What follows belongs to an exercise in optimizing a design on an open flow for small area; a production flow would make more cautious choices. Only simulation tests tie the RTL to the original design; equivalence was not proved. Power figures rest on the tool's default switching activity, not on a simulated workload.

[design/flow/run.sh]
#!/bin/bash
# synth_recipe.tcl (not shown) runs the flow's synth.tcl, then flattens the netlist and writes it again
# the make line also repeats each setting of config.mk as NAME=value (left out here)
make -C /OpenROAD-flow-scripts/flow DESIGN_CONFIG=/design/flow/config.mk WORK_HOME=/design/flow/orfs CLKGATE_MAP_FILE= SYNTH_SCRIPT=/design/flow/synth_recipe.tcl finish
[design/flow/config.mk]
export PLATFORM = sky130hd
export DESIGN_NAME = mips_core_top
export DESIGN_NICKNAME = mips_core_top
export VERILOG_FILES = /design/flow/design.v
export SDC_FILE = /design/flow/constraint.sdc
export NUM_CORES = 4
export LEC_CHECK = 0
export CAP_MARGIN = 20
export CORE_MARGIN = 2
export CORE_UTILIZATION = 40
export SLEW_MARGIN = 20
[design/flow/constraint.sdc]
create_clock -name core_clock -period 10.0 [get_ports {clk}]
set_input_delay 2.0000 -clock core_clock [delete_from_list [all_inputs] [get_ports {clk}]]
set_output_delay 2.0000 -clock core_clock [all_outputs]
set_load 0.01 [all_outputs]
[design/flow/design.v]
package mips_pkg;
    typedef enum logic [5:0] {
        OP_SPECIAL = 6'h00,
        OP_ADDI    = 6'h08,
        OP_ADDIU   = 6'h09,
        OP_SLTI    = 6'h0a,
        OP_SLTIU   = 6'h0b,
        OP_ANDI    = 6'h0c,
        OP_ORI     = 6'h0d,
        OP_LUI     = 6'h0f
    } opcode_e;
    typedef enum logic [5:0] {
        FN_SLL  = 6'h00,
        FN_SRL  = 6'h02,
        FN_SRA  = 6'h03,
        FN_SLLV = 6'h04,
        FN_SRLV = 6'h06,
        FN_ADD  = 6'h20,
        FN_ADDU = 6'h21,
        FN_SUB  = 6'h22,
        FN_SUBU = 6'h23,
        FN_AND  = 6'h24,
        FN_OR   = 6'h25,
        FN_XOR  = 6'h26,
        FN_NOR  = 6'h27,
        FN_SLT  = 6'h2a,
        FN_SLTU = 6'h2b
    } funct_e;
    typedef enum logic [3:0] {
        ALU_NOP,
        ALU_OR,
        ALU_AND,
        ALU_XOR,
        ALU_NOR,
        ALU_SLL,
        ALU_SRL,
        ALU_SRA,
        ALU_SLT,
        ALU_SLTU,
        ALU_ADD,
        ALU_SUB
    } alu_op_e;
endpackage
`timescale 1ns/1ps
import mips_pkg::*;
module mips_decode (
    input  logic                    clk,
    input  logic                    rst,
    input  logic                    issue,
    input  logic [32-1:0]   issue_inst,
    input  logic                    ex_we,
    input  logic [5-1:0] ex_waddr,
    input  logic [32-1:0]   ex_result,
    input  logic                    ret_we,
    input  logic [5-1:0] ret_waddr,
    input  logic [32-1:0]   ret_data,
    output logic [5-1:0] rf_raddr1,
    output logic [5-1:0] rf_raddr2,
    input  logic [32-1:0]   rf_rdata1,
    input  logic [32-1:0]   rf_rdata2,
    output logic                    id_we,
    output logic [5-1:0] id_waddr,
    output mips_pkg::alu_op_e       id_alu_op,
    output logic [32-1:0]   id_src1,
    output logic [32-1:0]   id_src2
);
    logic [32-1:0]    inst_q;
    logic                     inst_vld;
    mips_pkg::opcode_e                  op;
    mips_pkg::funct_e                   funct;
    logic [5-1:0]  rs;
    logic [5-1:0]  rt;
    logic [5-1:0]  rd;
    logic [5-1:0] shamt;
    logic [16-1:0]   imm16;
    logic [32-1:0]    imm_zx;
    logic [32-1:0]    imm_sx;
    logic [32-1:0]    imm;
    logic [32-1:0]    sh_src;
    logic                     re1;
    logic                     re2;
    logic                     wr_en;
    logic                     dst_rt;
    always_ff @(posedge clk) begin
        if (rst) begin
            inst_vld <= 1'b0;
        end else begin
            inst_vld <= issue;  
        end
    end
    always_ff @(posedge clk) begin
        if (issue) begin
            inst_q <= issue_inst;
        end
    end
    assign op     = mips_pkg::opcode_e'(inst_q[26 +: 6]);
    assign funct  = mips_pkg::funct_e'(inst_q[6-1:0]);
    assign rs     = inst_q[21 +: 5];
    assign rt     = inst_q[16 +: 5];
    assign rd     = inst_q[11 +: 5];
    assign shamt  = inst_q[6 +: 5];
    assign imm16  = inst_q[16-1:0];
    assign imm_zx = {{(32-16){1'b0}}, imm16};
    assign imm_sx = {{(32-16){imm16[16-1]}}, imm16};
    always_comb begin
        id_alu_op = ALU_NOP;
        wr_en     = 1'b0;
        re1       = 1'b0;
        re2       = 1'b0;
        dst_rt    = 1'b1;  
        sh_src    = '0;
        imm       = '0;
        case (op)
            OP_SPECIAL: begin
                wr_en  = 1'b1;
                re1    = 1'b1;
                re2    = 1'b1;
                dst_rt = 1'b0;
                case (funct)
                    FN_OR:   id_alu_op = ALU_OR;
                    FN_AND:  id_alu_op = ALU_AND;
                    FN_XOR:  id_alu_op = ALU_XOR;
                    FN_NOR:  id_alu_op = ALU_NOR;
                    FN_SLL:  id_alu_op = ALU_SLL;
                    FN_SRL:  id_alu_op = ALU_SRL;
                    FN_SRA:  id_alu_op = ALU_SRA;
                    FN_SLLV: id_alu_op = ALU_SLL;
                    FN_SRLV: id_alu_op = ALU_SRL;
                    FN_SLT:  id_alu_op = ALU_SLT;
                    FN_SLTU: id_alu_op = ALU_SLTU;
                    FN_ADD, FN_ADDU: id_alu_op = ALU_ADD;  
                    FN_SUB, FN_SUBU: id_alu_op = ALU_SUB;
                    default: wr_en = 1'b0;
                endcase
                if ((funct == FN_SLL) || (funct == FN_SRL) || (funct == FN_SRA)) begin
                    re1    = 1'b0;  
                    sh_src = {{(32-5){1'b0}}, shamt};
                end
            end
            OP_ORI: begin
                id_alu_op = ALU_OR;
                wr_en     = 1'b1;
                re1       = 1'b1;
                imm       = imm_zx;
            end
            OP_ANDI: begin
                id_alu_op = ALU_AND;
                wr_en     = 1'b1;
                re1       = 1'b1;
                imm       = imm_zx;
            end
            OP_LUI: begin
                id_alu_op = ALU_OR;  
                wr_en     = 1'b1;
                imm       = {imm16, {(32-16){1'b0}}};
            end
            OP_SLTI: begin
                id_alu_op = ALU_SLT;
                wr_en     = 1'b1;
                re1       = 1'b1;
                imm       = imm_sx;
            end
            OP_SLTIU: begin
                id_alu_op = ALU_SLTU;  
                wr_en     = 1'b1;
                re1       = 1'b1;
                imm       = imm_sx;
            end
            OP_ADDI, OP_ADDIU: begin
                id_alu_op = ALU_ADD;
                wr_en     = 1'b1;
                re1       = 1'b1;
                imm       = imm_sx;
            end
            default: id_alu_op = ALU_NOP;  
        endcase
    end
    assign rf_raddr1 = rs;
    assign rf_raddr2 = rt;
    assign id_waddr  = dst_rt ? rt : rd;
    assign id_we     = inst_vld && wr_en && (id_waddr != '0);
    function automatic logic [32-1:0] fwd_sel(input logic [5-1:0] raddr,
                                                      input logic [32-1:0] rf_val);
        if (ex_we && (ex_waddr == raddr)) begin
            fwd_sel = ex_result;
        end else if (ret_we && (ret_waddr == raddr)) begin
            fwd_sel = ret_data;
        end else begin
            fwd_sel = rf_val;
        end
    endfunction
    always_comb begin
        id_src1 = re1 ? fwd_sel(rs, rf_rdata1) : sh_src;
        id_src2 = re2 ? fwd_sel(rt, rf_rdata2) : imm;
    end
endmodule
`timescale 1ns/1ps
import mips_pkg::*;
module mips_execute (
    input  logic                    clk,
    input  logic                    rst,
    input  logic                    id_we,
    input  logic [5-1:0] id_waddr,
    input  mips_pkg::alu_op_e       id_alu_op,
    input  logic [32-1:0]   id_src1,
    input  logic [32-1:0]   id_src2,
    output logic                    ex_we,
    output logic [5-1:0] ex_waddr,
    output logic [32-1:0]   ex_result
);
    logic [5-1:0] sa;
    logic                     lt_s;
    logic                     lt_u;
    logic [32-1:0]    alu_res;
    assign sa   = id_src1[5-1:0];  
    assign lt_s = $signed(id_src1) < $signed(id_src2);
    assign lt_u = id_src1 < id_src2;
    always_comb begin
        case (id_alu_op)
            ALU_OR: begin
                alu_res = id_src1 | id_src2;
            end
            ALU_AND: begin
                alu_res = id_src1 & id_src2;
            end
            ALU_XOR: begin
                alu_res = id_src1 ^ id_src2;
            end
            ALU_NOR: begin
                alu_res = ~(id_src1 | id_src2);
            end
            ALU_SLL: begin
                alu_res = id_src2 << sa;
            end
            ALU_SRL: begin
                alu_res = id_src2 >> sa;
            end
            ALU_SRA: begin
                alu_res = $signed(id_src2) >>> sa;  
            end
            ALU_SLT: begin
                alu_res = {{(32-1){1'b0}}, lt_s};
            end
            ALU_SLTU: begin
                alu_res = {{(32-1){1'b0}}, lt_u};
            end
            ALU_ADD: begin
                alu_res = id_src1 + id_src2;
            end
            ALU_SUB: begin
                alu_res = id_src1 - id_src2;
            end
            default: begin
                alu_res = '0;
            end
        endcase
    end
    always_ff @(posedge clk) begin
        if (rst) begin
            ex_we <= 1'b0;
        end else begin
            ex_we <= id_we;
        end
    end
    always_ff @(posedge clk) begin
        ex_waddr  <= id_waddr;
        ex_result <= alu_res;
    end
endmodule
`timescale 1ns/1ps
module mips_result (
    input  logic                    clk,
    input  logic                    rst,
    input  logic                    ex_we,
    input  logic [5-1:0] ex_waddr,
    input  logic [32-1:0]   ex_result,
    output logic                    ret_we,
    output logic [5-1:0] ret_waddr,
    output logic [32-1:0]   ret_data,
    input  logic [5-1:0] rf_raddr1,
    input  logic [5-1:0] rf_raddr2,
    input  logic [5-1:0] dbg_raddr,
    output logic [32-1:0]   rf_rdata1,
    output logic [32-1:0]   rf_rdata2,
    output logic [32-1:0]   dbg_rdata
);
    logic [32-1:0] regs [32];
    always_ff @(posedge clk) begin
        if (rst) begin
            ret_we <= 1'b0;
        end else begin
            ret_we <= ex_we;
        end
    end
    always_ff @(posedge clk) begin
        ret_waddr <= ex_waddr;
        ret_data  <= ex_result;
    end
    always_ff @(posedge clk) begin
        if (rst) begin
            for (int i = 0; i < 32; i++) begin
                regs[i] <= '0;
            end
        end else if (ret_we) begin
            regs[ret_waddr] <= ret_data;
        end
    end
    assign rf_rdata1 = (rf_raddr1 == '0) ? '0 : regs[rf_raddr1];
    assign rf_rdata2 = (rf_raddr2 == '0) ? '0 : regs[rf_raddr2];
    assign dbg_rdata = (dbg_raddr == '0) ? '0 : regs[dbg_raddr];
endmodule
`timescale 1ns/1ps
import mips_pkg::*;
module mips_core_top (
    input  logic                    clk,
    input  logic                    rst,
    input  logic                    wb_cyc,
    input  logic                    wb_stb,
    input  logic                    wb_we,
    input  logic [5-1:0] wb_adr,
    input  logic [32-1:0]   wb_wdata,
    output logic [32-1:0]   wb_rdata,
    output logic                    wb_ack
);
    logic                    issue;
    logic [32-1:0]   issue_inst;
    logic [5-1:0] dbg_raddr;
    logic                    id_we;
    logic [5-1:0] id_waddr;
    mips_pkg::alu_op_e                 id_alu_op;
    logic [32-1:0]   id_src1;
    logic [32-1:0]   id_src2;
    logic                    ex_we;
    logic [5-1:0] ex_waddr;
    logic [32-1:0]   ex_result;
    logic                    ret_we;
    logic [5-1:0] ret_waddr;
    logic [32-1:0]   ret_data;
    logic [5-1:0] rf_raddr1;
    logic [5-1:0] rf_raddr2;
    logic [32-1:0]   rf_rdata1;
    logic [32-1:0]   rf_rdata2;
    assign wb_ack     = wb_cyc && wb_stb;
    assign issue      = wb_ack && wb_we;  
    assign issue_inst = wb_wdata;
    assign dbg_raddr  = wb_adr;           
    mips_decode u_decode (
        .clk        (clk),
        .rst        (rst),
        .issue      (issue),
        .issue_inst (issue_inst),
        .ex_we      (ex_we),
        .ex_waddr   (ex_waddr),
        .ex_result  (ex_result),
        .ret_we     (ret_we),
        .ret_waddr  (ret_waddr),
        .ret_data   (ret_data),
        .rf_raddr1  (rf_raddr1),
        .rf_raddr2  (rf_raddr2),
        .rf_rdata1  (rf_rdata1),
        .rf_rdata2  (rf_rdata2),
        .id_we      (id_we),
        .id_waddr   (id_waddr),
        .id_alu_op  (id_alu_op),
        .id_src1    (id_src1),
        .id_src2    (id_src2)
    );
    mips_execute u_execute (
        .clk       (clk),
        .rst       (rst),
        .id_we     (id_we),
        .id_waddr  (id_waddr),
        .id_alu_op (id_alu_op),
        .id_src1   (id_src1),
        .id_src2   (id_src2),
        .ex_we     (ex_we),
        .ex_waddr  (ex_waddr),
        .ex_result (ex_result)
    );
    mips_result u_result (
        .clk       (clk),
        .rst       (rst),
        .ex_we     (ex_we),
        .ex_waddr  (ex_waddr),
        .ex_result (ex_result),
        .ret_we    (ret_we),
        .ret_waddr (ret_waddr),
        .ret_data  (ret_data),
        .rf_raddr1 (rf_raddr1),
        .rf_raddr2 (rf_raddr2),
        .dbg_raddr (dbg_raddr),
        .rf_rdata1 (rf_rdata1),
        .rf_rdata2 (rf_rdata2),
        .dbg_rdata (wb_rdata)
    );
endmodule
==> qor.yml <==
start_util_pct: 40.3
fin_setup_tns_ps: 0
worstPathCellList: "buf_4, and2_1, buf_4, a221o_1, o21ai_0, a22oi_1, o221ai_1, nor2_1, inv_1, ha_1, nor4_1, o21ai_0, and4_1, o2111ai_1, a21oi_1, a2111oi_1, nor2_1, a31oi_1, xnor2_1, a222oi_1, o211ai_1"
drive_above_1_share_pct: 24.3
io_pins: 75
end_kind: "flop"
drc: 0
synth_nets: 6273
synth_edf_count: 1056
ys_async_sr_fraction_pct: 0
finalClockSkew_ps: 71.3
hold_viol: 0
clock_path_buffers: 3
fp.dieH_um: 445
p_leak_nw: 30.2
final_core_util_pct: 44.5
synthToLayoutAreaGrowth_pct: 10.3
min_path_type: "flop to flop"
drv_cap: 0
grt_pass1_wl_mm: 467
cp_data_required_time_ps: 10630
ys_seq_area_share_pct: 43.2
cts-resized-gates: 0
final_cells: 8597
die-area_um2: 198000
hold_end: "u_result.ret_data[17]"
syn_area_um2: 77700
r2r_slack_ps: 2140
peakVddDrop_uv: 196
yosys.area.top_type: "edfxtp_1"
slew_headroom_pct: 14.6
critPathLaunchType: "flop"
fmax_ghz: 0.127
finalSetupViolations: 0
ys_seq_elements: 1148
yosysTopAreaCellShare_pct: 40.8
p_per_area_nw_per_um2: 150
drt_iter0_drc: 11035
gp_congestion: 1.01
slew_viol_final: 0
period_minus_slack_ps: 7860
yosys.cell_types.count: 106
htree_levels: 4
insertion_delay_ps: 840
fin_crit_sh_pct: 78.6
worst-r2r-cell-count: 21
yosysWarnings: 3
slowest_delay_ps: 1010
grt_max_degree: 103
clk_pin_slew_ps: 60
cts_sinks: 1148
cts_setup_buffers: 0
antenna_found_initial: 36
crit_fanout: 22
crit_arrival_ps: 8490
synth_top_flop_cell: "edfxtp_1"
nets: 6094
cts-root-buf: "clkbuf_16"
critPathKind: "flop to flop"
vias: 60841
rows: 161
grt_pass1_vias: 57562
portBuffers: 74
hold_depth: 0
crit_path_top_delay_cell: "a22oi_1"
syn-instance-count: 6120
tightest_slew_ps: 1280
ant_nets: 0
yosys-top-cells-area: "edfxtp_1, mux4_2, and2_1"
die_x_um: 445
syn_avg_cell_area_um2: 12.7
rsz0062_at_grt: "false"
worstReg2RegEnd: "u_execute.ex_result[26]"
dp.cells: 8324
routed_wl_mm: 340
viasPerCell: 7.08
cts_tree: "done"
design.core.area_um2: 193000
dp_hpwl_mm: 211
cts_buffers: 138
status: "complete, no violations"
min_from: "u_execute.ex_result[17]"
post_drt_wl_per_cell_um: 39.6
grt_util_all_layers_pct: 33.8
grt_overflow_total: 0
holdBufCountCts: 0
drtPass1Iterations: 9
==> synth_stat cells, types with 12 or more instances <==
library cell	count
o22ai_1	42
o211ai_1	49
mux4_2	805
a221o_1	37
o32ai_1	14
ha_1	109
buf_6	30
dfxtp_1	92
or3_1	13
o21ai_0	146
o221ai_1	24
buf_4	15
nor2_1	343
inv_1	102
o21bai_1	17
nand4_1	28
nor3_1	219
and2_1	880
nand3_1	76
a22oi_1	76
buf_1	93
mux2i_1	285
or4_1	12
and3_1	19
nor2b_1	28
edfxtp_1	1056
buf_2	87
mux2_2	62
nand2_1	235
clkbuf_1	381
a22o_1	14
o2111ai_1	16
or2_2	61
o31ai_1	16
a31oi_1	38
a211oi_1	41
a21o_1	39
xnor2_1	36
a221oi_1	41
a21oi_1	196
nand2b_1	27
==> worst max-delay path: cells and delay by family, from the launching register on <==
| kind | cells | cell delay [ps] |
|---|---|---|
| AND/OR/NAND/NOR | 5 | 1660 |
| XOR/XNOR | 1 | 100 |
| flip-flops | 1 | 610 |
| buffers and inverters | 3 | 860 |
| adder cells (fa/ha/maj) | 1 | 270 |
| AO/OA/AOI/OAI | 11 | 4110 |
==> logic make-up (layout without fill, tap and decap cells) <==
logic type      count (synthesis)  after routing  share of synthesized area (%)
flops                        1148           1148                           43.2
simple gates                 1990           1990                           13.8
mux                          1155           1155                           28.0
buf+inv                       720            651                           4.01
other cells                     0             20                              0
compound gates                950            950                           8.62
fa+ha+maj                     111            111                           1.81
xor+xnor                       46             46                          0.519
==> stage by stage <==
stage | hold slack, ps | power [mW] | area [um2] | setup WS, ps
6_report | 342 | 12.8 | 85700 | 2140
5_1_grt | 352 | 13.1 | 85600 | 1890
4_1_cts | 338 | 12.8 | 85500 | 2260
3_5_place_dp | 347 | 7.68 | 81000 | 2360
3_3_place_gp | 348 | 7.66 | 81000 | 2380
2_1_floorplan | 331 | 6.87 | 77700 | 3600
==> cell usage in the layout, fill, tap and decap left out, types with 19 or more instances in the layout <==
cell type / Yosys / layout
nand4_1: 28 / 28
a221oi_1: 41 / 41
xnor2_1: 36 / 36
clkdlybuf4s50_1: 0 / 69
nor3_1: 219 / 217
and3_1: 19 / 19
a221o_1: 37 / 36
nor2_1: 343 / 303
mux2i_1: 285 / 284
a21oi_1: 196 / 195
a31oi_1: 38 / 38
nand2b_1: 27 / 27
nand3_1: 76 / 74
o21ai_0: 146 / 145
mux2_2: 62 / 62
nand2_1: 235 / 234
dfxtp_1: 92 / 73
and2_1: 880 / 879
o211ai_1: 49 / 49
a211oi_1: 41 / 41
buf_4: 15 / 201
clkinv_2: 0 / 22
o22ai_1: 42 / 41
edfxtp_1: 1056 / 1056
clkbuf_1: 381 / 24
mux4_2: 805 / 805
ha_1: 109 / 109
or2_2: 61 / 60
nor2b_1: 28 / 25
diode_2: 0 / 20
o221ai_1: 24 / 23
clkinv_1: 4 / 30
a21o_1: 39 / 38
clkbuf_16: 0 / 141
a22oi_1: 76 / 76
inv_1: 102 / 100
nor2_4: 1 / 37
==> metal layers <==
metal	GRT usage [%]	vias to the layer above	wire length, um
met2	48.1	5213	143000
met5	0	-	143
met1	44.8	30890	123000
li1	-	23619	-
met3	10.5	1097	48500
met4	21.1	22	25400
==> final cells by class <==
| cell class | instances | area (um2) |
|---|---|---|
| well taps | 2526 | 3160 |
| clock inverters | 84 | 927 |
| diodes | 20 | 50.0 |
| clock buffers | 166 | 3620 |
| multi-input cells | 4252 | 41300 |
| repair buffers | 289 | 2570 |
| inverters | 112 | 420 |
| fillers | 17207 | 107000 |
| flip-flops and latches | 1148 | 33600 |
==> state kept, by name (all words and copies together) (netlist names), named ones only <==
signal / flops
u_execute.ex_result: 32
u_execute.ex_waddr: 5
u_result.ret_data: 32
u_result.regs: 1024
u_result.ret_waddr: 5
u_decode.inst_q: 32
u_decode.inst_vld: 1
u_result.ret_we: 1
u_execute.ex_we: 1
==> where the power goes <==
part	leakage (nW)	switching, mW	internal [mW]
sequential	11.6	0.181	5.39
clock	2.21	2.25	2.92
combinational	16.4	1.25	0.839
total	30.2	3.69	9.16
==> worst max-delay path by stage <==
stage	start	to	cells past startpoint
after floorplan	wb_adr[0]	wb_rdata[10]	7
after global placement	wb_adr[0]	wb_rdata[13]	7
after detailed placement	flop	u_execute.ex_result[26]	19
after CTS	flop	u_execute.ex_result[26]	19
after global routing	flop	u_execute.ex_result[26]	19
final	flop	u_execute.ex_result[26]	21

static timing again, ports no longer ideal:
Ports are ideal in the flow. The routed layout listed here was re-timed in OpenROAD.
Step 1 assumes that a clkbuf_16 drives the clock port and a buf_2 every other input.
Step 2 adds t to the input delays and takes it off the output delays; t is the mean of the earliest and latest rising clock arrival at the registers after step 1. Input paths then give back, and output paths get back, about the clock's delay inside the block.
Three values: ideal ports, drivers, drivers and shift; two values: the first two.
t, ns: 0.901
slack for setup (ns): 2.139 / 2.139 / 2.139
worst setup path after step 2: register to register
After both steps setup and hold are still met in this run. The setup slack of this run moves by 0.000 ns with the drivers and by 0.000 ns with both steps.
